Source: an optimization exercise on an open RTL-to-GDS flow (aim: small area). Production flows keep margins and buffers that such runs may drop. Function was checked by simulation only, so behaviour that the tests miss may differ from the original. The clock cells of runs 5 to 8 come from the design's own scripts or RTL, not from TritonCTS. No driver is modelled on the clock port, so clock power and skew are understated where the tree is cut down; a real chip needs a root buffer or a tree. Power figures rest on the tool's default switching activity, not on a simulated workload.

### flow/config.mk
export PLATFORM = sky130hd
export DESIGN_NAME = wallace_mult_apb
export DESIGN_NICKNAME = wallace_mult_apb
export VERILOG_FILES = /design/flow/design.v
export SDC_FILE = /design/flow/constraint.sdc
export NUM_CORES = 4
export LEC_CHECK = 0
export CAP_MARGIN = 20
export CORE_MARGIN = 2
export CORE_UTILIZATION = 40
export SLEW_MARGIN = 20
### flow/constraint.sdc
create_clock -name core_clock -period 5.0 [get_ports {clk}]
set_input_delay 1.0000 -clock core_clock [delete_from_list [all_inputs] [get_ports {clk}]]
set_output_delay 1.0000 -clock core_clock [all_outputs]
set_load 0.01 [all_outputs]
### flow/design.v
`timescale 1ns/1ns
package wallace_mult_pkg;
  localparam logic [7:0] ADDR_OPERAND_A = 8'h00;
  localparam logic [7:0] ADDR_OPERAND_B = 8'h04;
  localparam logic [7:0] ADDR_CTRL      = 8'h08;
  localparam logic [7:0] ADDR_STATUS    = 8'h0C;
  localparam logic [7:0] ADDR_PRODUCT   = 8'h10;
endpackage
`timescale 1ns/1ns
`default_nettype none
module wallace_mult_apb (
  input  wire        clk,
  input  wire        rst_n,
  input  wire        psel,
  input  wire        penable,
  input  wire        pwrite,
  input  wire [7:0]  paddr,
  input  wire [31:0] pwdata,
  output wire [31:0] prdata,
  output wire        pready,
  output wire        pslverr
);
  logic [15:0] a_q, b_q;    
  logic        a_v, b_v;    
  logic [7:0]  ax, ay;      
  logic [7:0]  x, y;        
  logic [15:0] pl;          
  logic        bq;          
  logic [4:0]  cnt;         
  logic        busy, done;
  logic        zf;          
  wire base   = (paddr[7:5] == 3'b000) & (paddr[1:0] == 2'b00);
  wire sel_a  = base & (paddr[4:2] == 3'd0);
  wire sel_b  = base & (paddr[4:2] == 3'd1);
  wire sel_c  = base & (paddr[4:2] == 3'd2);
  wire sel_s  = base & (paddr[4:2] == 3'd3);
  wire sel_p  = base & (paddr[4:2] == 3'd4);
  wire mapped = base & (~paddr[4] | (paddr[3:2] == 2'b00));
  wire wr    = psel & penable & pwrite;
  wire start = wr & sel_c & pwdata[0] & ~busy;
  assign pready  = ~(busy & ~pwrite & sel_p);
  assign pslverr = ~mapped;
  wire [31:0] p = {y, x, pl};
  wire rd_a = sel_a & a_v;
  wire rd_b = sel_b & b_v;
  wire rd_p = sel_p & done & ~zf;
  assign prdata[31:16] = {16{rd_p}} & p[31:16];
  assign prdata[15:2]  = ({14{rd_a}} & a_q[15:2]) | ({14{rd_b}} & b_q[15:2]) |
                         ({14{rd_p}} & p[15:2]);
  assign prdata[1:0]   = ({2{rd_a}} & a_q[1:0]) | ({2{rd_b}} & b_q[1:0]) |
                         ({2{rd_p}} & p[1:0]) | ({2{sel_s}} & {done, busy});
  wire       ph  = cnt[0];
  wire       b   = ph ? bq : pl[0];
  wire [7:0] addend = ax & {8{b}};
  wire [8:0] c;
  wire [7:0] u;
  assign c[0] = ph & y[7];
  genvar i;
  generate
    for (i = 0; i < 8; i++) begin : g_add
      assign u[i]   = x[i] ^ addend[i] ^ c[i];
      assign c[i+1] = (x[i] & addend[i]) | (x[i] & c[i]) | (addend[i] & c[i]);
    end
  endgenerate
  always_ff @(posedge clk) begin
    if (wr & sel_a) a_q <= pwdata[15:0];
    if (wr & sel_b) b_q <= pwdata[15:0];
    ax <= start ? a_q[7:0]  : ay;
    ay <= start ? a_q[15:8] : ax;
    if (start) begin
      x <= 8'h00;
      y <= 8'h00;
    end else if (busy) begin
      x <= {ph ? u[0] : y[7], y[6:0]};
      y <= {c[8], u[7:1]};
    end
    if (start) pl <= b_q;
    else if (busy & ~ph) pl <= {u[0], pl[15:1]};
    bq  <= pl[0];
    cnt <= start ? 5'd0 : cnt + 5'd1;
    if (start) zf <= ~(a_v & b_v);
  end
  always_ff @(posedge clk) begin
    if (!rst_n) begin
      a_v  <= 1'b0;
      b_v  <= 1'b0;
      busy <= 1'b0;
      done <= 1'b0;
    end else begin
      if (wr & sel_a) a_v <= 1'b1;
      if (wr & sel_b) b_v <= 1'b1;
      if (start) begin
        busy <= 1'b1;
        done <= 1'b0;
      end else if (busy & (cnt == 5'd31)) begin
        busy <= 1'b0;
        done <= 1'b1;
      end
    end
  end
endmodule
`default_nettype wire
### flow/flow/run.sh
#!/bin/bash
# Own flow: the standard layout (standard.sh) with two changes:
#  - synthesis is the standard synthesis script, except that ABC maps the
#    logic with flow/abc_area.script (area-oriented) instead of ORFS's script;
#    registers, their names and cells are untouched (mapped before ABC runs)
#  - the port buffers are the smallest buffer cell (buf_1)
# Each step's full output goes to a log of its own here; ORFS's logs stay
# under orfs/logs.
set -euo pipefail
W=$PWD
export BUFFER_PORTS_ARGS="-buffer_cell sky130_fd_sc_hd__buf_1"
export CTS_ARGS="-sink_clustering_enable -repair_clock_nets -dont_use_dummy_load -root_buf sky130_fd_sc_hd__clkbuf_8 -sink_clustering_size 8 -buf_list {sky130_fd_sc_hd__clkbuf_2}"

{
  echo 'proc abc {args} {'
  echo '  set i [lsearch -exact $args -script]'
  echo "  if {\$i >= 0} { lset args [expr {\$i + 1}] {$W/flow/abc_area.script} }"
  echo '  yosys abc {*}$args'
  echo '}'
  echo "source {$W/synth_recipe.tcl}"
} > "$W/own_synth.tcl"
sed -e "s#SYNTH_SCRIPT=[^ ]*#SYNTH_SCRIPT=$W/own_synth.tcl#" standard.sh > own_synth.sh
grep -q "SYNTH_SCRIPT=$W/own_synth.tcl" own_synth.sh

bash own_synth.sh synth > synth.log 2>&1
bash standard.sh finish > layout.log 2>&1
### flow/flow/abc_area.script
strash
&get -n
&deepsyn -J 20
&put
strash
dch -f
amap -m
topo
### flow/standard.sh
#!/bin/bash
# synth_recipe.tcl (not shown) runs the flow's synth.tcl, then flattens the netlist and writes it again
# the make line also repeats each setting of config.mk as NAME=value (left out here)
make -C /OpenROAD-flow-scripts/flow DESIGN_CONFIG=/design/flow/config.mk WORK_HOME=/design/flow/orfs CLKGATE_MAP_FILE= SYNTH_SCRIPT=/design/flow/synth_recipe.tcl "${@:-finish}"
==> results.yml, run 1 <==
outcome:
  status: "finished clean"
final_layout:
  layout_commonest_cell: "buf_1"
  multi_input_area_mm2: 0.001092
  syn_to_final_growth_pct: 16.07
  drive_gt1_share_pct: 5.660
  seqCellArea_mm2: 0.002312
  fillerInstances: 841
  nNetsFinal: 428
  final_cell_area_mm2: 0.004129
  layout_common_cells: "62 x buf_1, 49 x edfxtp_1, 44 x clkinv_1"
  n_antenna_cell: 0
place:
  globalplace.congestion: 0.7538
  io_buffers: 62
  dp_slack_ns: 0.4986
  place_hpwl_um: 5071
  place_area_mm2: 0.004005
sta:
  maxSlewHeadroom_pct: 63.20
  setup_tns_ns: 0
  slew_viol_final: 0
  finalHoldViolations: 0
  max_freq_mhz: 222.9
  worst_pin_slew_ns: 0.5507
  rsz0062_at_grt: "false"
  fin_worst_skew_ns: 0.02429
  finalSetupViolCount: 0
  setup_ws_ns: 0.5140
  timing.hold.ws_ns: 0.4158
  fin_crit_sh_pct: 89.72
  fin_crit_ns: 4.486
synthesis:
  muxShareOfSynthArea_pct: 0
  ys_seq_area_share_pct: 65.00
  synth_compound_area_share_pct: 15.79
  synth_xor_xnor_area_share_pct: 0
  synthDistinctLibCells: 24
  syn_nets: 346
  synth_top_family_by_area: "compound AO/OA/AOI/OAI gates"
  yosys.area_share.simple_pct: 9.356
  syn_area_per_cell_um2: 12.22
  synthAdderAreaFrac_pct: 5.206
  syn_area_mm2: 0.003557
  ys_ff_latch: 91
  ys_warn_count: 1
  netlist_instances: 291
min_path:
  hold_depth: 0
  holdCritPathClass: "flop to flop"
grt:
  antenna_found_initial: 0
  grt_use_total_pct: 15.87
  grt_pass1_wl_um: 12010
  grt_max_degree: 41
  grt-ovfl-total: 0
  grt_pass1_vias: 2398
cts:
  ctsHoldBuffers: 0
  cts.reportedPaths.clkPinSlew_ns: 0.07
  clock-sinks: 91
  post-cts-setup-buffer-count: 0
  insertion_delay_ns: 0.34
  cts_resized: 0
  cts_buffer_depth: 2
  cts_tree: "built"
  clockRootBuffer: "clkbuf_8"
  htree_num_levels: 3
  cts_buffers: 9
worst_setup_path:
  required_ns: 5.24
  crit_path_end_kind: "flop"
  path_class: "flop to flop"
  cp-start-kind: "flop"
  r2r_cells: 14
  worstPathArrival_ns: 4.73
  path_max_fanout: 8
floorplan:
  die_area_mm2: 0.009663
  coreArea_mm2: 0.008678
  start_util_pct: 40.99
  die_h_um: 98.30
  fp-row-count: 34
  die_w_um: 98.30
  pin_count: 79
power:
  ir_drop_mv: 0.1936
  p_leak_nw: 1.428
  p_per_area_mw_per_mm2: 298.9
drt:
  wl_um: 7481
  drtAntennaViolNets: 0
  drtIter0Drc: 229
  viasPerCell: 5.163
  dr.pass1.iters: 5
  wl_per_cell_um: 15.62
  num_vias: 2473
  drcViolationCount: 0
run:
  maxCapViolations: 0
power breakdown:
| group | switching [W] | internal (W) |
|---|---|---|
| Clock | 0.000213 | 0.000162 |
| Combinational | 0.0000238 | 0.0000224 |
| Sequential | 0.00000970 | 0.000804 |
| Total | 0.000247 | 0.000988 |
layer usage:
| layer | up-vias | track usage (%) | share of wire, % |
|---|---|---|---|
| met4 | 0 | 4.004 | 0.33 |
| met1 | 1173 | 21.57 | 47 |
| li1 | 1223 | - | - |
| met3 | 2 | 4.868 | 4.8 |
| met2 | 75 | 25.07 | 48 |
| met5 | - | 0 | 0 |
final cells by class:
cell class | instances | share of cell area [%]
clock buffer | 9 | 3.000
inverter | 44 | 4.000
multi-input combinational | 156 | 26.45
sequential | 91 | 56.00
tap | 108 | 3.273
timing repair buffer | 71 | 7.273
sequential cells by signal (all words and copies together), names as in the netlist, 5 cells and up:
register / flops
a_q: 16
ax: 8
ay: 8
b_q: 16
cnt: 5
pl: 16
x: 8
y: 8
cells by family (layout without fill, tap and decap cells):
kind of cell    after synthesis  in the layout
compound gates               71             71
fa+ha+maj                    10             10
simple gates                 75             75
buf+inv                      44            124
flops                        91             91
path summary, 6_finish.rpt:
| path | from | end | slack, ns |
|---|---|---|---|
| min | pl[0]$_DFFE_PP_ | bq$_DFF_P_ | 0.42 |
| max | cnt[0]$_SDFF_PP0_ | y[6]$_SDFFE_PP0P_ | 0.51 |
| min reg2reg | pl[0]$_DFFE_PP_ | bq$_DFF_P_ | 0.42 |
| max reg2reg | cnt[0]$_SDFF_PP0_ | y[6]$_SDFFE_PP0P_ | 0.51 |
per-stage QoR:
| step | instances | power (W) | util (%) |
|---|---|---|---|
| after floorplan | 291 | 0.0008581 | - |
| after global placement | 470 | 0.0008738 | 46.15 |
| after detailed placement | 470 | 0.0008772 | 46.15 |
| after CTS | 479 | 0.001244 | 47.58 |
| after global routing | 479 | 0.001282 | 47.58 |
| final | 479 | 0.001234 | 47.58 |
synth_stat cells, drive strengths merged:
cell type	number	area [um^2]
a211oi	1	7.510
a21oi	4	20.02
a222oi	16	160.2
a22o	8	70.07
and3	2	12.51
clkinv	44	165.2
dfxtp	42	840.8
edfxtp	49	1471
fa	8	160.2
ha	2	25.02
nand2	12	45.04
nand3	3	15.01
nand3b	1	7.510
nor2	41	153.9
nor2b	9	56.30
nor3	2	10.01
nor3b	1	7.510
o21a	1	7.510
o21ai	10	50.05
o22a	20	175.2
o22ai	10	62.56
o32ai	1	8.760
or2	3	18.77
or3	1	6.260
worst max-delay path, stage by stage (launching register included):
cell	delay [ns]
dfxtp_1	0.44
clkinv_1	0.15
o22ai_1	0.18
buf_4	0.17
nor2_1	0.07
fa_1	0.43
fa_1	0.40
fa_1	0.39
fa_1	0.40
fa_1	0.40
fa_1	0.39
fa_1	0.38
clkinv_1	0.07
fa_1	0.40
o22ai_1	0.14
==> run 2, diff against run 1 <==
--- a/flow/flow/run.sh
+++ b/flow/flow/run.sh
@@ -10,5 +10,5 @@
 W=$PWD
 export BUFFER_PORTS_ARGS="-buffer_cell sky130_fd_sc_hd__buf_1"
-export CTS_ARGS="-sink_clustering_enable -repair_clock_nets -dont_use_dummy_load -root_buf sky130_fd_sc_hd__clkbuf_8 -sink_clustering_size 8 -buf_list {sky130_fd_sc_hd__clkbuf_2}"
+export CTS_ARGS="-sink_clustering_enable -repair_clock_nets -dont_use_dummy_load -root_buf sky130_fd_sc_hd__clkbuf_8 -sink_clustering_size 30 -sink_clustering_max_diameter 100 -buf_list {sky130_fd_sc_hd__clkbuf_8}"
 
 {
==> results.yml, run 2 <==
outcome:
  status: "finished clean"
worst_setup_path:
  cp_cell_sequence: "clkinv_1 > o22ai_1 > buf_4 > nor2_1 > fa_1 > fa_1 > fa_1 > fa_1 > fa_1 > fa_1 > fa_1 > clkinv_1 > fa_1 > o22ai_1"
  path_class: "flop to flop"
  crit_path_max_incr_delay_ns: 0.44
  path_max_fanout: 8
  required_ns: 5.24
  crit_path_end_kind: "flop"
  path_buf_inv: 3
  rrSetupSlack_ns: 0.51
  worstPathArrival_ns: 4.73
  crit_top_cell: "fa_1"
  cp-start-kind: "flop"
  crit_path_top_delay_cell: "dfxtp_1"
  path_delay_family: "adder cells"
final_layout:
  multi_input_area_mm2: 0.001092
  top_regs: "a_q (16), b_q (16), pl (16)"
  n_antenna_cell: 0
  drive_gt1_share_pct: 5.660
  syn_to_final_growth_pct: 16.07
  seqCellArea_mm2: 0.002312
  final_cell_area_mm2: 0.004129
  layout_common_cells: "62 x buf_1, 49 x edfxtp_1, 44 x clkinv_1"
  layout_commonest_cell: "buf_1"
  fillerInstances: 841
  nNetsFinal: 428
synthesis:
  ys_ff_latch: 91
  syn_nets: 346
  async_flop_share_pct: 0
  synth.area.top_cells: "edfxtp_1 41%, dfxtp_1 24%, o22a_1 4.9%"
  yosysTopAreaCell: "edfxtp_1"
  synth.most_common_cell: "edfxtp_1"
  netlist_instances: 291
  ys_seq_area_share_pct: 65.00
  synth_commonest_cells: "49 x edfxtp_1, 44 x clkinv_1, 42 x dfxtp_1"
  synthDistinctLibCells: 24
  synth_edf_count: 49
  syn_area_per_cell_um2: 12.22
  ys_warn_count: 1
  syn_area_mm2: 0.003557
  synthDominantCellAreaShare_pct: 41.36
  yosys_most_used_dff: "edfxtp_1"
sta:
  slew_viol_final: 0
  setup_tns_ns: 0
  fin_worst_skew_ns: 0.02429
  worst_pin_slew_ns: 0.5507
  fin_crit_ns: 4.486
  finalHoldViolations: 0
  rsz0062_at_grt: "false"
  fin_crit_sh_pct: 89.72
  finalSetupViolCount: 0
  timing.hold.ws_ns: 0.4158
  maxSlewHeadroom_pct: 63.20
  max_freq_mhz: 222.9
drt:
  wl_per_cell_um: 15.62
  wl_um: 7481
  num_vias: 2473
  drtAntennaViolNets: 0
  dr.pass1.iters: 5
  viasPerCell: 5.163
  drtIter0Drc: 229
  drcViolationCount: 0
floorplan:
  start_util_pct: 40.99
  coreArea_mm2: 0.008678
  fp-row-count: 34
  die_h_um: 98.30
  pin_count: 79
  die_w_um: 98.30
  die_area_mm2: 0.009663
cts:
  ctsHoldBuffers: 0
  cts_buffers: 9
  cts.reportedPaths.clkPinSlew_ns: 0.07
  cts_tree: "built"
  post-cts-setup-buffer-count: 0
  insertion_delay_ns: 0.34
  htree_num_levels: 3
  cts_resized: 0
  cts_buffer_depth: 2
  clockRootBuffer: "clkbuf_8"
  clock-sinks: 91
place:
  io_buffers: 62
  globalplace.congestion: 0.7538
  place_area_mm2: 0.004005
  place_hpwl_um: 5071
grt:
  grt_max_degree: 41
  grt-ovfl-total: 0
  antenna_found_initial: 0
  grt_use_total_pct: 15.87
  grt_pass1_vias: 2398
  grt_pass1_wl_um: 12010
power:
  ir_drop_mv: 0.1936
  power_w: 0.001234
  p_per_area_mw_per_mm2: 298.9
  p_leak_nw: 1.428
min_path:
  holdCritPathClass: "flop to flop"
run:
  maxCapViolations: 0
==> run 2: cell counts in the layout (fill, tap and decap cells not counted) <==
Identical to the previous run, type by type.
==> run 2: logic make-up after synthesis <==
family                   synth area share [%]
AO/OA/AOI/OAI                           15.79
adder cells (fa/ha/maj)                 5.206
buffers and inverters                   4.643
flip-flops                              65.00
AND/OR/NAND/NOR                         9.356
==> run 2: layout make-up <==
cell class | count | area share, %
well taps | 108 | 3.273
repair buffers | 71 | 7.273
flip-flops and latches | 91 | 56.00
multi-input cells | 156 | 26.45
inverters | 44 | 4.000
clock buffers | 9 | 3.000
==> run 2: through the flow <==
step / std cells / setup slack (ns) / util [%]
after detailed placement: 470 / 0.4986 / 46.15
final: 479 / 0.5140 / 47.58
after floorplan: 291 / 0.2871 / -
after CTS: 479 / 0.4805 / 47.58
after global placement: 470 / 0.6211 / 46.15
after global routing: 479 / 0.2819 / 47.58
==> run 2: layer usage <==
| layer | GRT usage (%) | wire (um) | vias up | share of wire [%] |
|---|---|---|---|---|
| li1 | - | - | 1223 | - |
| met1 | 21.57 | 3512 | 1173 | 47 |
| met2 | 25.07 | 3587 | 75 | 48 |
| met3 | 4.868 | 357 | 2 | 4.8 |
| met4 | 4.004 | 25 | 0 | 0.33 |
| met5 | 0 | 0 | - | 0 |
==> run 2: final timing paths <==
path | endpoint | startpoint | depth (start not counted)
max | y[6]$_SDFFE_PP0P_ | cnt[0]$_SDFF_PP0_ | 14
min | bq$_DFF_P_ | pl[0]$_DFFE_PP_ | 0
max reg2reg | y[6]$_SDFFE_PP0P_ | cnt[0]$_SDFF_PP0_ | 14
min reg2reg | bq$_DFF_P_ | pl[0]$_DFFE_PP_ | 0
==> run 2: worst register-to-register path, cell delays in order (launching register included) <==
cell and delay (ns):
dfxtp_1 0.44, clkinv_1 0.15, o22ai_1 0.18, buf_4 0.17, nor2_1 0.07, fa_1 0.43
fa_1 0.40, fa_1 0.39, fa_1 0.40, fa_1 0.41, fa_1 0.39, fa_1 0.38
clkinv_1 0.07, fa_1 0.40, o22ai_1 0.14
==> run 2: power breakdown <==
part	total, W	internal [W]	switching (W)
Clock	0.000375	0.000162	0.000213
Combinational	0.0000462	0.0000224	0.0000238
Sequential	0.000813	0.000804	0.00000970
Total	0.00123	0.000988	0.000247
==> run 3, diff against run 2 <==
--- a/flow/flow/run.sh
+++ b/flow/flow/run.sh
@@ -10,5 +10,5 @@
 W=$PWD
 export BUFFER_PORTS_ARGS="-buffer_cell sky130_fd_sc_hd__buf_1"
-export CTS_ARGS="-sink_clustering_enable -repair_clock_nets -dont_use_dummy_load -root_buf sky130_fd_sc_hd__clkbuf_8 -sink_clustering_size 30 -sink_clustering_max_diameter 100 -buf_list {sky130_fd_sc_hd__clkbuf_8}"
+export CTS_ARGS="-sink_clustering_enable -repair_clock_nets -dont_use_dummy_load -root_buf sky130_fd_sc_hd__clkbuf_16 -sink_clustering_size 100 -sink_clustering_max_diameter 500 -buf_list {sky130_fd_sc_hd__clkbuf_16}"
 
 {
==> results.yml, run 3 <==
outcome:
  status: "finished clean"
power:
  ir_drop_mv: 0.2144
  p_per_area_mw_per_mm2: 334.2
  p_leak_nw: 1.475
  power_w: 0.001414
synthesis:
  yosys_most_used_dff: "edfxtp_1"
  ys_warn_count: 1
  synth.most_common_cell: "edfxtp_1"
  yosys.area_share.simple_pct: 9.356
  syn_nets: 346
  syn_area_per_cell_um2: 12.22
  synth_top_family_by_area: "compound AO/OA/AOI/OAI gates"
  synthAdderAreaFrac_pct: 5.206
  netlist_instances: 291
  async_flop_share_pct: 0
  synthDistinctLibCells: 24
  synth_commonest_cells: "49 x edfxtp_1, 44 x clkinv_1, 42 x dfxtp_1"
  synthDominantCellAreaShare_pct: 41.36
  ys_ff_latch: 91
  synth.area.top_cells: "edfxtp_1 41%, dfxtp_1 24%, o22a_1 4.9%"
  muxShareOfSynthArea_pct: 0
  synth_compound_area_share_pct: 15.79
  syn_area_mm2: 0.003557
  synth_xor_xnor_area_share_pct: 0
  yosysTopAreaCell: "edfxtp_1"
  ys_seq_area_share_pct: 65.00
  synth_edf_count: 49
worst_setup_path:
  path_max_fanout: 8
  worstPathArrival_ns: 4.72
  crit_top_cell: "fa_1"
  r2r_cells: 14
  cp_cell_sequence: "clkinv_1 > o22ai_1 > buf_4 > nor2_1 > fa_1 > fa_1 > fa_1 > fa_1 > fa_1 > fa_1 > fa_1 > clkinv_1 > fa_1 > o22ai_1"
  crit_cells: 14
  crit_path_end_kind: "flop"
  path_class: "flop to flop"
  crit_path_max_incr_delay_ns: 0.44
  path_delay_family: "adder cells"
  crit_path_top_delay_cell: "dfxtp_1"
  cp-start-kind: "flop"
  path_buf_inv: 3
  required_ns: 5.24
sta:
  timing.hold.ws_ns: 0.4145
  fin_crit_ns: 4.482
  finalSetupViolCount: 0
  finalHoldViolations: 0
  max_freq_mhz: 223.1
  slew_viol_final: 0
  worst_pin_slew_ns: 0.5583
  fin_worst_skew_ns: 0.01863
  fin_crit_sh_pct: 89.64
  maxSlewHeadroom_pct: 62.69
  rsz0062_at_grt: "false"
  setup_tns_ns: 0
floorplan:
  die_h_um: 98.30
  fp-row-count: 34
  coreArea_mm2: 0.008678
  start_util_pct: 40.99
  pin_count: 79
  die_w_um: 98.30
  die_area_mm2: 0.009663
place:
  place_area_mm2: 0.004005
  place_hpwl_um: 5071
  globalplace.congestion: 0.7538
  io_buffers: 62
grt:
  grt_pass1_wl_um: 12110
  grt_max_degree: 41
  grt_pass1_vias: 2409
  grt_use_total_pct: 16.26
  grt-ovfl-total: 0
  antenna_found_initial: 0
cts:
  cts_buffer_depth: 2
  cts_tree: "built"
  insertion_delay_ns: 0.33
  ctsHoldBuffers: 0
  clock-sinks: 91
  post-cts-setup-buffer-count: 0
  cts_resized: 0
  clockRootBuffer: "clkbuf_16"
  cts.reportedPaths.clkPinSlew_ns: 0.05
  cts_buffers: 9
  htree_num_levels: 3
final_layout:
  fin_util_pct: 48.75
  n_antenna_cell: 0
  drive_gt1_share_pct: 5.660
  layout_common_cells: "62 x buf_1, 49 x edfxtp_1, 44 x clkinv_1"
  layout_commonest_cell: "buf_1"
  final_cell_area_mm2: 0.004230
  syn_to_final_growth_pct: 18.92
  nNetsFinal: 428
  top_regs: "a_q (16), b_q (16), pl (16)"
drt:
  drcViolationCount: 0
  wl_um: 7496
  wl_per_cell_um: 15.65
  drtAntennaViolNets: 0
  viasPerCell: 5.238
  num_vias: 2509
  drtIter0Drc: 207
  dr.pass1.iters: 5
run:
  maxCapViolations: 0
min_path:
  hold_depth: 0
  holdCritPathClass: "flop to flop"
[run 3: cell counts after synthesis]
Identical to the previous run, type by type.
[run 3: layer usage]
layer	up-vias	GRT usage, %	wire length (um)	part of all wire (%)
met3	11	5.154	416	5.5
met2	84	25.22	3535	47
li1	1228	-	-	-
met5	-	0	0	0
met1	1186	21.64	3436	46
met4	0	5.796	108	1.4
[run 3: kinds of logic (layout without fill, tap and decap cells)]
| group | count (synthesis) | after routing |
|---|---|---|
| AOI/OAI and AO/OA | 71 | 71 |
| adders and majority gates | 10 | 10 |
| DFF | 91 | 91 |
| and+or+nand+nor | 75 | 75 |
| buffers and inverters | 44 | 124 |
[run 3: area by class of cell]
type / instances / area [um^2]
Clock buffer: 9 / 225.2
Fill cell: 833 / 4448
Inverter: 44 / 165.2
Multi-Input combinational cell: 156 / 1092
Sequential cell: 91 / 2312
Tap cell: 108 / 135.1
Timing Repair Buffer: 71 / 300.3
[run 3: metrics by stage]
step | cells | setup WS [ns]
after floorplan | 291 | 0.2871
after global placement | 470 | 0.6211
after detailed placement | 470 | 0.4986
after CTS | 479 | 0.4864
after global routing | 479 | 0.2714
final | 479 | 0.5179
[run 3: power breakdown]
part	internal (W)	switching [W]	leakage [nW]	total, W
Clock	0.000316	0.000236	0.111	0.000552
Sequential	0.000805	0.00000986	0.782	0.000815
Combinational	0.0000225	0.0000240	0.582	0.0000465
Total	0.00114	0.000270	1.47	0.00141
[run 3: path summary, 6_finish.rpt]
path                  endpoint  slack [ns]               from
max          y[6]$_SDFFE_PP0P_        0.52  cnt[0]$_SDFF_PP0_
max reg2reg  y[6]$_SDFFE_PP0P_        0.52  cnt[0]$_SDFF_PP0_
min                 bq$_DFF_P_        0.41    pl[0]$_DFFE_PP_
min reg2reg         bq$_DFF_P_        0.41    pl[0]$_DFFE_PP_
==> run 4, diff against run 3 <==
--- a/flow/flow/run.sh
+++ b/flow/flow/run.sh
@@ -5,4 +5,6 @@
 #    registers, their names and cells are untouched (mapped before ABC runs)
 #  - the port buffers are the smallest buffer cell (buf_1)
+#  - clock tree: after CTS, flow/post_cts.tcl (POST_CTS hook) swaps the H-tree
+#    for one clock buffer driving all registers (no register gets its own delay)
 # Each step's full output goes to a log of its own here; ORFS's logs stay
 # under orfs/logs.
@@ -10,5 +12,7 @@
 W=$PWD
 export BUFFER_PORTS_ARGS="-buffer_cell sky130_fd_sc_hd__buf_1"
-export CTS_ARGS="-sink_clustering_enable -repair_clock_nets -dont_use_dummy_load -root_buf sky130_fd_sc_hd__clkbuf_16 -sink_clustering_size 100 -sink_clustering_max_diameter 500 -buf_list {sky130_fd_sc_hd__clkbuf_16}"
+export CTS_ARGS="-sink_clustering_enable -repair_clock_nets -dont_use_dummy_load"
+export POST_CTS_TCL="$W/flow/post_cts.tcl"
+export CLK_ROOT_CELL=sky130_fd_sc_hd__clkbuf_16
 
 {
==> flow/flow/post_cts.tcl (new file) <==
# POST_CTS hook: replace the H-tree that clock_tree_synthesis built with a
# single clock buffer (CLK_ROOT_CELL) that drives every register's clock pin.
# The design is small (under 100 registers in one cluster), so one strong
# buffer meets the clock-pin slew limit with far less cell area than a tree.
set block [ord::get_db_block]
set db [ord::get_db]
set clk_net [$block findNet clk]
set root_master [$db findMaster $::env(CLK_ROOT_CELL)]

# Walk the tree from the clock port: buffers are the cells CTS inserted.
set sinks {}
set tree_insts {}
set tree_nets {}
proc walk { net } {
  global sinks tree_insts tree_nets
  foreach it [$net getITerms] {
    if { [$it getIoType] != "INPUT" } { continue }
    set inst [$it getInst]
    set mname [[$inst getMaster] getName]
    if { [string match "sky130_fd_sc_hd__clkbuf_*" $mname] || [string match "sky130_fd_sc_hd__clkinv*" $mname] } {
      if { [lsearch -exact $tree_insts $inst] < 0 } {
        lappend tree_insts $inst
        foreach ot [$inst getITerms] {
          if { [$ot getIoType] == "OUTPUT" && [$ot getNet] != "NULL" } {
            lappend tree_nets [$ot getNet]
            walk [$ot getNet]
          }
        }
      }
    } else {
      lappend sinks $it
    }
  }
}
walk $clk_net
puts "post_cts: [llength $sinks] clock sinks, [llength $tree_insts] tree cells removed"

# Centroid of the sinks
set sx 0
set sy 0
foreach it $sinks {
  set box [[$it getInst] getBBox]
  set sx [expr { $sx + ([$box xMin] + [$box xMax]) / 2 }]
  set sy [expr { $sy + ([$box yMin] + [$box yMax]) / 2 }]
}
set n [llength $sinks]
set cx [expr { $sx / $n }]
set cy [expr { $sy / $n }]

foreach it $sinks { $it disconnect }
foreach inst $tree_insts { odb::dbInst_destroy $inst }
foreach net $tree_nets { odb::dbNet_destroy $net }

set root_net [odb::dbNet_create $block clknet_root]
$root_net setSigType CLOCK
set root [odb::dbInst_create $block $root_master clkbuf_root]
foreach it [$root getITerms] {
  set mt [$it getMTerm]
  if { [$mt getSigType] == "POWER" || [$mt getSigType] == "GROUND" } { continue }
  if { [$it getIoType] == "OUTPUT" } {
    $it connect $root_net
  } elseif { [$it getIoType] == "INPUT" } {
    $it connect $clk_net
  }
}
foreach it $sinks { $it connect $root_net }
$root setLocation $cx $cy
$root setPlacementStatus PLACED

detailed_placement
check_placement -verbose
estimate_parasitics -placement
report_clock_skew
report_check_types -max_slew -max_capacitance -violators
==> results.yml, run 4 <==
synthesis:
  syn_area_per_cell_um2: 12.22
  ys_warn_count: 1
  synth_edf_count: 49
  netlist_instances: 291
  syn_nets: 346
  synth_commonest_cells: "49 x edfxtp_1, 44 x clkinv_1, 42 x dfxtp_1"
  synthDistinctLibCells: 24
  synthDominantCellAreaShare_pct: 41.36
  syn_area_mm2: 0.003557
  async_flop_share_pct: 0
  synth.most_common_cell: "edfxtp_1"
  yosys_most_used_dff: "edfxtp_1"
  synth.area.top_cells: "edfxtp_1 41%, dfxtp_1 24%, o22a_1 4.9%"
  yosysTopAreaCell: "edfxtp_1"
  ys_seq_area_share_pct: 65.00
  ys_ff_latch: 91
floorplan:
  die_w_um: 98.30
  fp-row-count: 34
  die_h_um: 98.30
  start_util_pct: 40.99
  pin_count: 79
place:
  place_hpwl_um: 5071
  globalplace.congestion: 0.7538
  place_area_mm2: 0.004005
  io_buffers: 62
outcome:
  status: "did not finish"
  error: "Error: cts.tcl, 90 can't read \"tree_insts\": no such variable"
  failing_step: "4_1_cts"
cts:
  clock-sinks: 91
-- run 4: logic make-up after synthesis --
| logic type | share of synthesized area (%) |
|---|---|
| simple gates | 9.356 |
| fa+ha+maj | 5.206 |
| buf+inv | 4.643 |
| compound gates | 15.79 |
| flops | 65.00 |
-- run 4: metrics by stage --
stage / std cells / setup WS [ns] / utilization (%)
floorplan: 291 / 0.2871 / -
global placement: 470 / 0.6211 / 46.15
detailed placement: 470 / 0.4986 / 46.15
-- run 4: power by group through the flow --
stage | clock, W | combinational, W | sequential [W]
global placement | 0 | 0.0000441 | 0.000830
floorplan | 0 | 0.0000299 | 0.000828
detailed placement | 0 | 0.0000469 | 0.000830
-- run 4: worst max-delay path by stage --
stage                             end  slack (ns)  cells past startpoint
detailed placement  y[6]$_SDFFE_PP0P_        0.50                     14
global placement    y[6]$_SDFFE_PP0P_        0.62                     14
floorplan             pl[0]$_DFFE_PP_        0.29                      8
==> run 5, diff against run 4 <==
--- a/flow/flow/run.sh
+++ b/flow/flow/run.sh
@@ -15,4 +15,5 @@
 export POST_CTS_TCL="$W/flow/post_cts.tcl"
 export CLK_ROOT_CELL=sky130_fd_sc_hd__clkbuf_16
+export CLK_GROUPS=3
 
 {
==> flow/flow/post_cts.tcl (replaced) <==
# POST_CTS hook: replace the H-tree that clock_tree_synthesis built with a
# flat tree: CLK_GROUPS clock buffers (CLK_ROOT_CELL) on the clock port, each
# driving the registers of one placement cluster. The design has under 100
# registers, so a few buffers meet the clock-pin slew limit with less cell
# area than CTS's two-level tree.
set block [ord::get_db_block]
set db [ord::get_db]
set clk_net [$block findNet clk]
set root_master [$db findMaster $::env(CLK_ROOT_CELL)]

# Walk the tree from the clock port: buffers are the cells CTS inserted.
# (This file is sourced inside a proc, so the lists live in the global scope.)
set ::sinks {}
set ::tree_insts {}
set ::tree_nets {}
proc walk { net } {
  global sinks tree_insts tree_nets
  foreach it [$net getITerms] {
    if { [$it getIoType] != "INPUT" } { continue }
    set inst [$it getInst]
    set mname [[$inst getMaster] getName]
    if { [string match "sky130_fd_sc_hd__clkbuf_*" $mname] || [string match "sky130_fd_sc_hd__clkinv*" $mname] } {
      if { [lsearch -exact $tree_insts $inst] < 0 } {
        lappend tree_insts $inst
        foreach ot [$inst getITerms] {
          if { [$ot getIoType] == "OUTPUT" && [$ot getNet] != "NULL" } {
            lappend tree_nets [$ot getNet]
            walk [$ot getNet]
          }
        }
      }
    } else {
      lappend sinks $it
    }
  }
}
walk $clk_net
set sinks $::sinks
set tree_insts $::tree_insts
set tree_nets $::tree_nets
puts "post_cts: [llength $sinks] clock sinks, [llength $tree_insts] tree cells removed"

# Split the sinks into CLK_GROUPS groups of equal size by position (k-means
# with a size cap, from a deterministic start), one buffer per group at its
# centroid.
set k $::env(CLK_GROUPS)
set pts {}
foreach it $sinks {
  set box [[$it getInst] getBBox]
  lappend pts [list [expr { ([$box xMin] + [$box xMax]) / 2.0 }] [expr { ([$box yMin] + [$box yMax]) / 2.0 }]]
}
set n [llength $sinks]
# Start: sinks sorted by x+y, centers spread evenly along that order
set order [lsort -real -indices [lmap p $pts { expr { [lindex $p 0] + [lindex $p 1] } }]]
set centers {}
for { set g 0 } { $g < $k } { incr g } {
  lappend centers [lindex $pts [lindex $order [expr { int(($g + 0.5) * $n / $k) }]]]
}
# Capacitated k-means: each round assigns sinks to centers greedily by
# distance, at most ceil(n/k) per group, then moves each center to the mean.
set cap [expr { ($n + $k - 1) / $k }]
for { set round 0 } { $round < 30 } { incr round } {
  set pairs {}
  set i 0
  foreach p $pts {
    for { set g 0 } { $g < $k } { incr g } {
      set c [lindex $centers $g]
      lappend pairs [list [expr { abs([lindex $p 0] - [lindex $c 0]) + abs([lindex $p 1] - [lindex $c 1]) }] $i $g]
    }
    incr i
  }
  set pairs [lsort -real -index 0 $pairs]
  set assign [lrepeat $n -1]
  set fill [lrepeat $k 0]
  foreach pr $pairs {
    lassign $pr d i g
    if { [lindex $assign $i] >= 0 || [lindex $fill $g] >= $cap } { continue }
    lset assign $i $g
    lset fill $g [expr { [lindex $fill $g] + 1 }]
  }
  set newc {}
  for { set g 0 } { $g < $k } { incr g } {
    set sx 0.0; set sy 0.0; set m 0
    foreach p $pts a $assign {
      if { $a == $g } { set sx [expr { $sx + [lindex $p 0] }]; set sy [expr { $sy + [lindex $p 1] }]; incr m }
    }
    if { $m > 0 } { lappend newc [list [expr { $sx / $m }] [expr { $sy / $m }]] } else { lappend newc [lindex $centers $g] }
  }
  set centers $newc
}

foreach it $sinks { $it disconnect }
foreach inst $tree_insts { odb::dbInst_destroy $inst }
foreach net $tree_nets { odb::dbNet_destroy $net }

for { set g 0 } { $g < $k } { incr g } {
  set gnet [odb::dbNet_create $block clknet_g$g]
  $gnet setSigType CLOCK
  set buf [odb::dbInst_create $block $root_master clkbuf_g$g]
  foreach it [$buf getITerms] {
    set st [[$it getMTerm] getSigType]
    if { $st == "POWER" || $st == "GROUND" } { continue }
    if { [$it getIoType] == "OUTPUT" } { $it connect $gnet } elseif { [$it getIoType] == "INPUT" } { $it connect $clk_net }
  }
  set m 0
  foreach it $sinks a $assign {
    if { $a == $g } { $it connect $gnet; incr m }
  }
  set c [lindex $centers $g]
  $buf setLocation [expr { int([lindex $c 0]) }] [expr { int([lindex $c 1]) }]
  $buf setPlacementStatus PLACED
  puts "post_cts: group $g has $m sinks"
}

detailed_placement
check_placement -verbose
estimate_parasitics -placement
report_clock_skew
report_check_types -max_slew -max_capacitance -violators
--- a/flow/config.mk
+++ b/flow/config.mk
@@ -8,4 +8,6 @@
 export CAP_MARGIN = 20
 export CORE_MARGIN = 2
-export CORE_UTILIZATION = 40
+export CORE_UTILIZATION = 70
+export GPL_TIMING_DRIVEN = 0
+export PLACE_DENSITY = 0.8
 export SLEW_MARGIN = 20
==> results.yml, run 5 <==
outcome:
  status: "finished clean"
grt:
  antenna_found_initial: 0
  grt_max_degree: 35
  grt_pass1_wl_um: 11160
  grt-ovfl-total: 0
  grt_use_total_pct: 26.86
  grt_pass1_vias: 2292
sta:
  timing.hold.ws_ns: 0.4349
  fin_worst_skew_ns: 0.01815
  worst_pin_slew_ns: 0.9013
  rsz0062_at_grt: "false"
  setup_ws_ns: 0.2815
  finalSetupViolCount: 0
  maxSlewHeadroom_pct: 39.54
  slew_viol_final: 0
  fin_crit_ns: 4.718
  max_freq_mhz: 211.9
  finalHoldViolations: 0
  fin_crit_sh_pct: 94.37
min_path:
  hold_depth: 0
  holdCritPathClass: "flop to flop"
synthesis:
  yosys_most_used_dff: "edfxtp_1"
  synthDominantCellAreaShare_pct: 41.36
  synth_commonest_cells: "49 x edfxtp_1, 44 x clkinv_1, 42 x dfxtp_1"
  yosys.area_share.simple_pct: 9.356
  muxShareOfSynthArea_pct: 0
  ys_seq_area_share_pct: 65.00
  yosysTopAreaCell: "edfxtp_1"
  synthAdderAreaFrac_pct: 5.206
  synth_xor_xnor_area_share_pct: 0
  syn_area_mm2: 0.003557
  netlist_instances: 291
  syn_nets: 346
  synth.area.top_cells: "edfxtp_1 41%, dfxtp_1 24%, o22a_1 4.9%"
  synth.most_common_cell: "edfxtp_1"
  synth_top_family_by_area: "compound AO/OA/AOI/OAI gates"
  synthDistinctLibCells: 24
  ys_warn_count: 1
  synth_compound_area_share_pct: 15.79
  synth_edf_count: 49
  syn_area_per_cell_um2: 12.22
  async_flop_share_pct: 0
  ys_ff_latch: 91
drt:
  drcViolationCount: 0
  viasPerCell: 5.837
  wl_per_cell_um: 17.33
  drtAntennaViolNets: 0
  wl_um: 7436
  drtIter0Drc: 213
  dr.pass1.iters: 6
  num_vias: 2504
worst_setup_path:
  path_max_fanout: 8
  reg2reg_from: "cnt[0]$_SDFF_PP0_"
  path_class: "flop to flop"
  crit_top_cell: "fa_1"
  worstPathArrival_ns: 4.81
  cp-start-kind: "flop"
  required_ns: 5.09
  crit_path_top_delay_cell: "dfxtp_1"
  crit_path_end_kind: "flop"
  crit_path_max_incr_delay_ns: 0.52
  rrSetupSlack_ns: 0.28
  reg2reg_to: "y[6]$_SDFFE_PP0P_"
  cp_cell_sequence: "clkinv_1 > o22ai_2 > nor2_1 > fa_1 > fa_1 > fa_1 > fa_1 > fa_1 > fa_1 > fa_1 > clkinv_1 > fa_1 > o22ai_1"
  crit_path_start: "cnt[0]$_SDFF_PP0_"
  r2r_cells: 13
  worstSetupEndpoint: "y[6]$_SDFFE_PP0P_"
floorplan:
  fp-row-count: 25
  start_util_pct: 73.84
  die_area_mm2: 0.005668
  pin_count: 79
  die_w_um: 75.29
  coreArea_mm2: 0.004817
  die_h_um: 75.29
power:
  p_leak_nw: 1.395
  ir_drop_mv: 0.3020
  p_per_area_mw_per_mm2: 284.2
cts:
  cts.reportedPaths.clkPinSlew_ns: 0.12
  insertion_delay_ns: 0.17
  clock-sinks: 91
place:
  globalplace.congestion: 0.7945
  io_buffers: 62
  dp_slack_ns: 0.1697
  place_hpwl_um: 5138
final_layout:
  layout_commonest_cell: "buf_1"
  drive_gt1_share_pct: 4.696
  n_antenna_cell: 0
  layout_common_cells: "62 x buf_1, 49 x edfxtp_1, 44 x clkinv_1"
  fin_util_pct: 84.21
  nNetsFinal: 419
  fillerInstances: 281
  syn_to_final_growth_pct: 14.03
  top_regs: "a_q (16), b_q (16), pl (16)"
run:
  maxCapViolations: 0
==> run 5: where the power goes <==
part           total [W]  switching (W)  internal, W
Sequential      0.000813     0.00000979     0.000804
Clock           0.000292       0.000181     0.000112
Combinational  0.0000470      0.0000245    0.0000225
==> run 5: kinds of logic (layout without fill, tap and decap cells) <==
logic type      after synthesis  in the layout
flops                        91             91
simple gates                 75             75
compound gates               71             71
buf+inv                      44            115
fa+ha+maj                    10             10
==> run 5: worst max-delay path: cells and delay by family, from the launching register on <==
family | cells | cell delay [ns]
compound gates | 2 | 0.50
fa+ha+maj | 8 | 3.26
buf+inv | 2 | 0.26
flops | 1 | 0.52
simple gates | 1 | 0.11
==> run 5: metal layers <==
layer	global-route usage (%)	vias up	wire length, um
met5	0	-	0
met4	4.288	0	88
met3	4.552	9	349
met2	49.37	82	3923
met1	34.14	1202	3075
li1	-	1211	-
==> run 5: cell type report <==
class / instances / area, um^2 / share of cell area (%)
buffer: 3 / 75.07 / 1.851
tap: 67 / 83.83 / 2.067
inverter: 44 / 165.2 / 4.072
multi-input combinational: 156 / 1115 / 27.48
sequential: 91 / 2312 / 57.00
timing repair buffer: 68 / 305.3 / 7.526
==> run 5: metrics by stage <==
stage | cells | instance area (um^2) | power (W) | setup TNS, ns
floorplan | 291 | 3560 | 0.0008581 | 0
global placement | 420 | 3876 | 0.0008725 | -41.91
detailed placement | 426 | 3975 | 0.0008773 | 0
global route | 429 | 4056 | 0.001185 | 0
finish | 429 | 4056 | 0.001153 | 0
==> run 5: how the worst min path moves through the flow <==
stage,from,endpoint,slack (ns)
2_1_floorplan,pl[0]$_DFFE_PP_,bq$_DFF_P_,0.37
3_3_place_gp,pl[0]$_DFFE_PP_,bq$_DFF_P_,0.39
3_5_place_dp,pl[0]$_DFFE_PP_,bq$_DFF_P_,0.39
5_1_grt,pl[0]$_DFFE_PP_,bq$_DFF_P_,0.45
6_report,pl[0]$_DFFE_PP_,bq$_DFF_P_,0.43
==> run 6, diff against run 5 <==
--- a/flow/config.mk
+++ b/flow/config.mk
@@ -9,5 +9,4 @@
 export CORE_MARGIN = 2
 export CORE_UTILIZATION = 70
-export GPL_TIMING_DRIVEN = 0
 export PLACE_DENSITY = 0.8
 export SLEW_MARGIN = 20
==> results.yml, run 6 <==
drt:
  drtIter0Drc: 181
  dr.pass1.iters: 5
  wl_per_cell_um: 17.36
  viasPerCell: 5.798
  drcViolationCount: 0
  drtAntennaViolNets: 0
  num_vias: 2499
  wl_um: 7483
sta:
  rsz0062_at_grt: "false"
  fin_crit_sh_pct: 89.03
  max_freq_mhz: 224.6
  finalHoldViolations: 0
  fin_worst_skew_ns: 0.007375
  finalSetupViolCount: 0
  setup_tns_ns: 0
  fin_crit_ns: 4.451
  worst_pin_slew_ns: 0.9534
  maxSlewHeadroom_pct: 36.37
  slew_viol_final: 0
worst_setup_path:
  crit_path_top_delay_cell: "fa_1"
  required_ns: 5.09
  crit_top_cell: "fa_1"
  path_delay_family: "adder cells"
  crit_path_max_incr_delay_ns: 0.42
  cp-start-kind: "flop"
  cp_cell_sequence: "clkinv_1 > o22ai_1 > buf_4 > nor2_1 > fa_1 > fa_1 > fa_1 > fa_1 > fa_1 > fa_1 > fa_1 > clkinv_1 > fa_1 > o22ai_1"
  crit_path_end_kind: "flop"
  worstPathArrival_ns: 4.54
  path_class: "flop to flop"
  path_buf_inv: 3
  path_max_fanout: 8
grt:
  grt_use_total_pct: 28.21
  grt-ovfl-total: 0
  grt_pass1_wl_um: 11640
  grt_pass1_vias: 2453
  antenna_found_initial: 0
  grt_max_degree: 41
floorplan:
  fp-row-count: 25
  die_area_mm2: 0.005668
  die_h_um: 75.29
  coreArea_mm2: 0.004817
  start_util_pct: 73.84
  die_w_um: 75.29
  pin_count: 79
run:
  maxCapViolations: 0
synthesis:
  async_flop_share_pct: 0
  synthDominantCellAreaShare_pct: 41.36
  synth.area.top_cells: "edfxtp_1 41%, dfxtp_1 24%, o22a_1 4.9%"
  synth.most_common_cell: "edfxtp_1"
  syn_area_per_cell_um2: 12.22
  netlist_instances: 291
  yosysTopAreaCell: "edfxtp_1"
  synth_commonest_cells: "49 x edfxtp_1, 44 x clkinv_1, 42 x dfxtp_1"
  synth_edf_count: 49
  syn_nets: 346
  ys_seq_area_share_pct: 65.00
  ys_warn_count: 1
  yosys_most_used_dff: "edfxtp_1"
  ys_ff_latch: 91
  syn_area_mm2: 0.003557
  synthDistinctLibCells: 24
final_layout:
  nNetsFinal: 421
  fillerInstances: 296
  top_regs: "a_q (16), b_q (16), pl (16)"
  final-instance-count-excl-fill: 431
  layout_commonest_cell: "buf_1"
  drive_gt1_share_pct: 4.121
  syn_to_final_growth_pct: 13.05
  layout_common_cells: "62 x buf_1, 49 x edfxtp_1, 44 x clkinv_1"
  n_antenna_cell: 0
cts:
  insertion_delay_ns: 0.17
  cts.reportedPaths.clkPinSlew_ns: 0.11
  clock-sinks: 91
power:
  p_leak_nw: 1.395
  ir_drop_mv: 0.2037
  p_per_area_mw_per_mm2: 285.9
place:
  globalplace.congestion: 0.8538
  io_buffers: 62
  dp_cells: 428
  place_hpwl_um: 4982
outcome:
  status: "finished clean"
min_path:
  holdCritPathClass: "flop to flop"
==> run 6: cell counts after synthesis <==
No cell type changed its count.
==> run 6: cell type report <==
type	instances	area, um^2	share of cell area (%)
Sequential cell	91	2312	57.50
Multi-Input combinational cell	156	1092	27.16
Timing Repair Buffer	70	292.8	7.281
Inverter	44	165.2	4.107
Tap cell	67	83.83	2.085
Buffer	3	75.07	1.867
==> run 6: cell families (layout without fill, tap and decap cells) <==
kind of cell,Yosys count,after routing,synth area share (%)
DFF,91,91,65.00
and+or+nand+nor,75,75,9.356
AOI/OAI and AO/OA,71,71,15.79
buffers and inverters,44,117,4.643
adders and majority gates,10,10,5.206
==> run 6: per-stage QoR <==
stage          total power [W]  hold WS, ns  cell area, um^2  utilization [%]  setup slack, ns
2_1_floorplan        0.0008581       0.3699             3560                -           0.2871
3_3_place_gp         0.0008728       0.3922             3946            81.92           0.7727
3_5_place_dp         0.0008782       0.4016             3946            81.92           0.6458
5_1_grt               0.001181       0.4328             4021            83.48           0.3987
6_report              0.001150       0.4221             4021            83.48           0.5486
==> run 6: metal layers <==
metal,up-vias,global-route usage (%),routed length (um)
li1,1216,-,-
met1,1193,35.35,3040
met2,83,52.17,3957
met3,7,4.685,436
met4,0,5.068,48
met5,-,0,0
==> run 6: report_power, final <==
part	switching, W	internal, W	leakage (nW)
registers	0.00000956	0.000804	0.782
logic	0.0000254	0.0000225	0.576
clock network	0.000177	0.000112	0.0370
total	0.000212	0.000938	1.39
==> run 6: worst paths after layout <==
| check | start | end | slack, ns | cells after the start |
|---|---|---|---|---|
| min reg2reg | pl[0]$_DFFE_PP_ | bq$_DFF_P_ | 0.42 | 0 |
| max | cnt[0]$_SDFF_PP0_ | y[6]$_SDFFE_PP0P_ | 0.55 | 14 |
| max reg2reg | cnt[0]$_SDFF_PP0_ | y[6]$_SDFFE_PP0P_ | 0.55 | 14 |
| min | pl[0]$_DFFE_PP_ | bq$_DFF_P_ | 0.42 | 0 |
==> run 6: worst reg2reg max path, delay by kind of cell (launching register included) <==
family / cells / cell delay (ns)
fa+ha+maj: 8 / 3.20
compound gates: 2 / 0.39
buf+inv: 3 / 0.36
flops: 1 / 0.35
simple gates: 1 / 0.07
==> run 7, diff against run 6 <==
--- a/flow/design.v
+++ b/flow/design.v
@@ -22,5 +22,4 @@
 );
   logic [15:0] a_q, b_q;    
-  logic        a_v, b_v;    
   logic [7:0]  ax, ay;      
   logic [7:0]  x, y;        
@@ -29,5 +28,4 @@
   logic [4:0]  cnt;         
   logic        busy, done;
-  logic        zf;          
   wire base   = (paddr[7:5] == 3'b000) & (paddr[1:0] == 2'b00);
   wire sel_a  = base & (paddr[4:2] == 3'd0);
@@ -42,7 +40,7 @@
   assign pslverr = ~mapped;
   wire [31:0] p = {y, x, pl};
-  wire rd_a = sel_a & a_v;
-  wire rd_b = sel_b & b_v;
-  wire rd_p = sel_p & done & ~zf;
+  wire rd_a = sel_a;
+  wire rd_b = sel_b;
+  wire rd_p = sel_p & done;
   assign prdata[31:16] = {16{rd_p}} & p[31:16];
   assign prdata[15:2]  = ({14{rd_a}} & a_q[15:2]) | ({14{rd_b}} & b_q[15:2]) |
@@ -63,7 +61,10 @@
     end
   endgenerate
+  wire        pl_ld = start;
+  wire        pl_sh = ~start & busy & ~ph;
+  wire        pl_hd = ~start & ~(busy & ~ph);
+  wire [15:0] pl_d  = ({16{pl_ld}} & b_q) | ({16{pl_sh}} & {u[0], pl[15:1]}) |
+                      ({16{pl_hd}} & pl);
   always_ff @(posedge clk) begin
-    if (wr & sel_a) a_q <= pwdata[15:0];
-    if (wr & sel_b) b_q <= pwdata[15:0];
     ax <= start ? a_q[7:0]  : ay;
     ay <= start ? a_q[15:8] : ax;
@@ -75,19 +76,17 @@
       y <= {c[8], u[7:1]};
     end
-    if (start) pl <= b_q;
-    else if (busy & ~ph) pl <= {u[0], pl[15:1]};
+    pl <= pl_d;
     bq  <= pl[0];
     cnt <= start ? 5'd0 : cnt + 5'd1;
-    if (start) zf <= ~(a_v & b_v);
   end
   always_ff @(posedge clk) begin
     if (!rst_n) begin
-      a_v  <= 1'b0;
-      b_v  <= 1'b0;
+      a_q  <= 16'h0000;
+      b_q  <= 16'h0000;
       busy <= 1'b0;
       done <= 1'b0;
     end else begin
-      if (wr & sel_a) a_v <= 1'b1;
-      if (wr & sel_b) b_v <= 1'b1;
+      if (wr & sel_a) a_q <= pwdata[15:0];
+      if (wr & sel_b) b_q <= pwdata[15:0];
       if (start) begin
         busy <= 1'b1;
==> flow/flow/abc_area.script (replaced) <==
strash
&get -n
&deepsyn -J 20
&put
strash
&get -n
&dch -f
&nf -R 1000
&put
--- a/flow/config.mk
+++ b/flow/config.mk
@@ -6,7 +6,7 @@
 export NUM_CORES = 4
 export LEC_CHECK = 0
-export CAP_MARGIN = 20
+export CAP_MARGIN = 0
 export CORE_MARGIN = 2
 export CORE_UTILIZATION = 70
 export PLACE_DENSITY = 0.8
-export SLEW_MARGIN = 20
+export SLEW_MARGIN = 0
==> results.yml, run 7 <==
place:
  io_buffers: 62
  globalplace.congestion: 0.8946
  dp_slack_ns: 0.6360
  place_hpwl_um: 5191
worst_setup_path:
  required_ns: 5.10
  path_class: "flop to flop"
  reg2reg_from: "cnt[0]$_SDFF_PP0_"
  r2r_cells: 13
  crit_top_cell: "fa_1"
  cp_cell_sequence: "mux2i_1 > buf_4 > nor2b_1 > fa_1 > fa_1 > fa_1 > fa_1 > fa_1 > fa_1 > fa_1 > clkinv_1 > fa_1 > o21ai_0"
  crit_path_max_incr_delay_ns: 0.48
  path_max_fanout: 8
  cp-start-kind: "flop"
  worstPathArrival_ns: 4.51
  reg2reg_to: "y[6]$_SDFFE_PP0P_"
  rrSetupSlack_ns: 0.59
  crit_path_end_kind: "flop"
  crit_path_top_delay_cell: "dfxtp_1"
sta:
  setup_ws_ns: 0.5873
  finalSetupViolCount: 0
  fin_worst_skew_ns: 0.01024
  fin_crit_sh_pct: 88.25
  finalHoldViolations: 0
  slew_viol_final: 0
  worst_pin_slew_ns: 1.122
  fin_crit_ns: 4.413
  max_freq_mhz: 226.6
  setup_tns_ns: 0
  rsz0062_at_grt: "false"
  maxSlewHeadroom_pct: 24.90
synthesis:
  yosys_most_used_dff: "dfxtp_1"
  syn_nets: 369
  ys_ff_latch: 88
  ys_seq_area_share_pct: 51.80
  synth.area.top_cells: "dfxtp_1 52%, a22o_1 12%, mux2_1 5.3%"
  synthDistinctLibCells: 27
  synthDominantCellAreaShare_pct: 51.80
  ys_warn_count: 1
  async_flop_share_pct: 0
  netlist_instances: 314
  syn_area_per_cell_um2: 10.83
  syn_area_mm2: 0.003401
  synth.most_common_cell: "dfxtp_1"
  synth_commonest_cells: "88 x dfxtp_1, 45 x a22o_1, 39 x nand2_1"
  yosysTopAreaCell: "dfxtp_1"
  synth_edf_count: 0
final_layout:
  syn_to_final_growth_pct: 14.02
  fin_util_pct: 82.64
  top_regs: "a_q (16), b_q (16), pl (16)"
  drive_gt1_share_pct: 4.348
  nNetsFinal: 448
  layout_common_cells: "88 x dfxtp_1, 62 x buf_1, 45 x a22o_1"
  fillerInstances: 300
  layout_commonest_cell: "dfxtp_1"
  n_antenna_cell: 0
cts:
  insertion_delay_ns: 0.17
  cts.reportedPaths.clkPinSlew_ns: 0.11
  clock-sinks: 88
floorplan:
  start_util_pct: 72.48
  coreArea_mm2: 0.004692
  die_w_um: 73.70
  fp-row-count: 25
  die_h_um: 73.70
  pin_count: 79
  die_area_mm2: 0.005432
drt:
  drcViolationCount: 0
  num_vias: 2856
  wl_um: 7847
  drtAntennaViolNets: 0
  wl_per_cell_um: 17.63
  drtIter0Drc: 241
  viasPerCell: 6.418
  dr.pass1.iters: 7
min_path:
  hold_depth: 0
  whs_endpoint: "bq$_DFF_P_"
  hold_start: "pl[0]$_DFF_P_"
  holdCritPathClass: "flop to flop"
power:
  ir_drop_mv: 0.2873
  p_per_area_mw_per_mm2: 272.0
  p_leak_nw: 1.564
grt:
  grt_max_degree: 31
  grt_pass1_wl_um: 12590
  grt_use_total_pct: 29.88
  grt-ovfl-total: 0
  grt_pass1_vias: 2722
  antenna_found_initial: 0
outcome:
  status: "finished clean"
run:
  maxCapViolations: 0
==> run 7: changes by cell type in the layout (fill, tap and decap cells not counted), moves of 4 or more <==
cell      previous run  this run
a22oi_1              0        16
clkinv_1            44        18
nor2_1              38        13
mux2_1               0        16
a22o_1               8        45
o22ai_1             10         0
and2_0               0        17
edfxtp_1            49         0
nand2_1             12        39
dfxtp_1             42        88
o21ai_0              9         5
o22a_1              20         0
buf_4                8        12
==> run 7: per-layer routing <==
| layer | up-vias | track usage [%] | wire, um |
|---|---|---|---|
| met4 | 0 | 9.697 | 121 |
| met1 | 1377 | 36.99 | 3137 |
| met3 | 15 | 5.898 | 636 |
| met2 | 140 | 52.08 | 3951 |
| li1 | 1324 | - | - |
| met5 | - | 0 | 0 |
==> run 7: per-stage QoR <==
step	area, um^2	hold WS, ns	power (W)	instances
finish	3877	0.3991	0.001055	445
global route	3877	0.4054	0.001084	445
detailed placement	3802	0.3768	0.0007818	442
global placement	3802	0.3714	0.0007779	442
floorplan	3401	0.3635	0.0007601	314
==> run 7: worst max path at each step <==
stage	to	from	depth (start not counted)
global route	y[6]$_SDFFE_PP0P_	cnt[0]$_SDFF_PP0_	13
global placement	y[6]$_SDFFE_PP0P_	cnt[0]$_SDFF_PP0_	13
detailed placement	y[6]$_SDFFE_PP0P_	cnt[0]$_SDFF_PP0_	13
finish	y[6]$_SDFFE_PP0P_	cnt[0]$_SDFF_PP0_	13
floorplan	y[6]$_SDFFE_PP0P_	cnt[0]$_SDFF_PP0_	12
==> run 7: logic make-up after synthesis <==
logic type / share of synthesized area [%]
muxes: 5.887
xor gates and xnor gates: 0.5152
adders and majority gates: 5.445
buffers and inverters: 1.987
AOI/OAI and AO/OA: 20.86
DFF: 51.80
and+or+nand+nor: 13.50
==> run 7: layout make-up <==
class,count,area [um^2],area share [%]
inverter,18,67.56,1.742
sequential,88,1762,45.43
tap,54,67.56,1.742
timing repair buffer,74,322.8,8.325
buffer,3,75.07,1.936
multi-input combinational,208,1583,40.82
==> run 7: where the power goes <==
part / total, W / internal (W) / switching [W]
Combinational: 0.0000398 / 0.0000185 / 0.0000212
Clock: 0.000289 / 0.000112 / 0.000177
Sequential: 0.000726 / 0.000716 / 0.00000969
Total: 0.00105 / 0.000846 / 0.000208
==> run 7: worst max-delay path, delay by kind of cell, from the launching register on <==
family | cells | cell delay (ns)
buf+inv | 2 | 0.24
compound gates | 1 | 0.16
mux | 1 | 0.22
fa+ha+maj | 8 | 3.18
flops | 1 | 0.48
simple gates | 1 | 0.07
==> run 8, diff against run 7 <==
--- a/flow/config.mk
+++ b/flow/config.mk
@@ -9,4 +9,5 @@
 export CORE_MARGIN = 2
 export CORE_UTILIZATION = 70
+export GPL_TIMING_DRIVEN = 0
 export PLACE_DENSITY = 0.8
 export SLEW_MARGIN = 0
==> results.yml, run 8 <==
outcome:
  status: "finished clean"
grt:
  use_met1_pct: 38.92
  grtUsageMet3_pct: 4.115
  grt-ovfl-total: 0
  grt_pass1_wl_um: 12330
  grt_max_degree: 42
  grt.met2_usage_pct: 49.31
  grt_pass1_vias: 2563
  grt_use_total_pct: 29.30
  busiest_layer: "met2"
  antenna_found_initial: 0
final_layout:
  nNetsFinal: 438
  layout_common_cells: "88 x dfxtp_1, 62 x buf_1, 45 x a22o_1"
  fillerInstances: 320
  final-instance-count-excl-fill: 435
  layout_commonest_cell: "dfxtp_1"
  n_antenna_cell: 0
  top_regs: "a_q (16), b_q (16), pl (16)"
  drive_gt1_share_pct: 2.100
  syn_to_final_growth_pct: 12.07
  final_cell_area_mm2: 0.003811
synthesis:
  yosysTopAreaCell: "dfxtp_1"
  ys_seq_area_share_pct: 51.80
  yosys_most_used_dff: "dfxtp_1"
  ys_ff_latch: 88
  syn_area_mm2: 0.003401
  synthDominantCellAreaShare_pct: 51.80
  synth_commonest_cells: "88 x dfxtp_1, 45 x a22o_1, 39 x nand2_1"
  synthDistinctLibCells: 27
  async_flop_share_pct: 0
  synth.area.top_cells: "dfxtp_1 52%, a22o_1 12%, mux2_1 5.3%"
  netlist_instances: 314
  ys_warn_count: 1
  syn_area_per_cell_um2: 10.83
  synth.most_common_cell: "dfxtp_1"
  syn_nets: 369
  synth_edf_count: 0
power:
  clockPowerShare_pct: 26.8
  sequentialPowerShare_pct: 69.5
  p_per_area_mw_per_mm2: 273.8
  p_comb_share_pct: 3.6
  p_switching_w: 0.0001987
  p_sw_share_pct: 19.04
  p_leak_nw: 1.513
  p_int_w: 0.0008448
  power_w: 0.001043
  ir_drop_mv: 0.2590
sta:
  maxSlewHeadroom_pct: 9.552
  fin_worst_skew_ns: 0.008366
  worst_pin_slew_ns: 1.352
  finalSetupViolCount: 0
  fin_crit_ns: 4.771
  slew_viol_final: 0
  max_freq_mhz: 209.6
  setup_ws_ns: 0.2288
  fin_crit_sh_pct: 95.42
  timing.hold.ws_ns: 0.3996
  finalHoldViolations: 0
  rsz0062_at_grt: "false"
drt:
  drtAntennaViolNets: 0
  drcViolationCount: 0
  num_vias: 2708
  viasPerCell: 6.225
  wl_um: 7563
  drtIter0Drc: 252
  dr.pass1.iters: 9
  wl_per_cell_um: 17.39
cts:
  cts.reportedPaths.clkPinSlew_ns: 0.11
  clock-sinks: 88
  insertion_delay_ns: 0.17
place:
  dp_cells: 432
  dp_slack_ns: 0.3248
  place_hpwl_um: 5096
  globalplace.congestion: 0.8904
  io_buffers: 62
  place_area_mm2: 0.003736
worst_setup_path:
  worstPathArrival_ns: 4.86
  reg2reg_to: "y[6]$_SDFFE_PP0P_"
  path_class: "flop to flop"
  reg2reg_from: "cnt[0]$_SDFF_PP0_"
  r2r_cells: 12
  rrSetupSlack_ns: 0.23
  crit_path_end_kind: "flop"
  path_max_fanout: 8
  required_ns: 5.09
  cp-start-kind: "flop"
floorplan:
  die_area_mm2: 0.005432
  die_h_um: 73.70
  coreArea_mm2: 0.004692
  die_w_um: 73.70
  start_util_pct: 72.48
  fp-row-count: 25
  pin_count: 79
min_path:
  holdCritPathClass: "flop to flop"
  hold_start: "pl[0]$_DFF_P_"
  whs_endpoint: "bq$_DFF_P_"
  hold_depth: 0
run:
  maxCapViolations: 0
## run 8: kinds of logic after synthesis
logic type / count (synthesis) / share of synthesized area [%]
and+or+nand+nor: 94 / 13.50
DFF: 88 / 51.80
AOI/OAI and AO/OA: 84 / 20.86
buffers and inverters: 18 / 1.987
muxes: 18 / 5.887
adders and majority gates: 10 / 5.445
xor gates and xnor gates: 2 / 0.5152
## run 8: cell type report
cell class                      instances  area, um^2  share of cell area (%)
Inverter                               18       67.56                   1.773
Tap cell                               54       67.56                   1.773
Sequential cell                        88        1762                   46.22
Multi-Input combinational cell        208        1584                   41.56
Timing Repair Buffer                   64       255.2                   6.697
Buffer                                  3       75.07                   1.970
## run 8: worst max-delay path, cell delays in order, from the launching register on
cell and delay (ns):
dfxtp_1 0.49, mux2i_1 0.57, nor2b_1 0.14, fa_1 0.44
fa_1 0.41, fa_1 0.39, fa_1 0.42, fa_1 0.40
fa_1 0.40, fa_1 0.39, clkinv_1 0.07, fa_1 0.39
o21ai_0 0.17
## run 8: power groups by stage
| stage | Combinational, W | Clock [W] | Sequential [W] |
|---|---|---|---|
| after global routing | 0.0000425 | 0.000305 | 0.000728 |
| final | 0.0000380 | 0.000280 | 0.000725 |
| after global placement | 0.0000353 | 0 | 0.000741 |
| after detailed placement | 0.0000381 | 0 | 0.000742 |
| after floorplan | 0.0000206 | 0 | 0.000739 |
## run 8: layer usage
metal | vias to the layer above | routed length (um) | part of all wire, %
met5 | - | 0 | 0
met4 | 0 | 86 | 1.1
met3 | 8 | 507 | 6.7
met2 | 120 | 3778 | 50
met1 | 1274 | 3191 | 42
li1 | 1306 | - | -
## run 8: metrics by stage
| step | utilization [%] | TNS (ns) |
|---|---|---|
| global placement | 78.88 | -15.86 |
| global route | 81.23 | 0 |
| finish | 81.23 | 0 |
| detailed placement | 79.63 | 0 |
| floorplan | - | 0 |
## run 8: how the worst max path moves through the flow
stage               slack, ns              start             endpoint  depth (start not counted)
finish                   0.23  cnt[0]$_SDFF_PP0_    y[6]$_SDFFE_PP0P_                         12
global route             0.01  cnt[0]$_SDFF_PP0_    y[6]$_SDFFE_PP0P_                         12
detailed placement       0.32  cnt[0]$_SDFF_PP0_    y[6]$_SDFFE_PP0P_                         12
global placement        -0.87           paddr[7]  a_q[4]$_SDFFE_PN0P_                          8
floorplan                0.72  cnt[0]$_SDFF_PP0_    y[6]$_SDFFE_PP0P_                         12

==> static timing again, ports no longer ideal <==
How much do the figures lean on ideal ports? The routed layouts below were timed once more, with nothing changed but the port constraints.
Step 1: set_driving_cell puts a clkbuf_16 on clk and a buf_2 on each other input, an assumption about the parent block.
Step 2 times the ports against the registers' clock, not the clock port: input delays grow and output delays shrink by t, the midpoint of the rising clock arrivals with the driver on.
Slacks: ideal / step 1 / step 2; pairs: ideal / step 1.
run	shift t [ns]	slack for setup (ns)	worst setup path at the end	worst slew at a driven data input, ns	pins driven straight from the clock port
run 1	0.361	0.514 / 0.514 / 0.514	register to register	0.03	1
run 2	0.361	0.514 / 0.514 / 0.514	register to register	0.03	1
run 3	0.363	0.518 / 0.518 / 0.518	register to register	0.03	1
run 5	0.227	0.282 / 0.282 / 0.282	register to register	0.04	3
run 6	0.224	0.549 / 0.549 / 0.549	register to register	0.04	3
run 7	0.230	0.587 / 0.587 / 0.587	register to register	0.03	3
run 8	0.223	0.229 / 0.229 / 0.229	register to register	0.05	3
After both steps setup and hold are still met in every run listed.
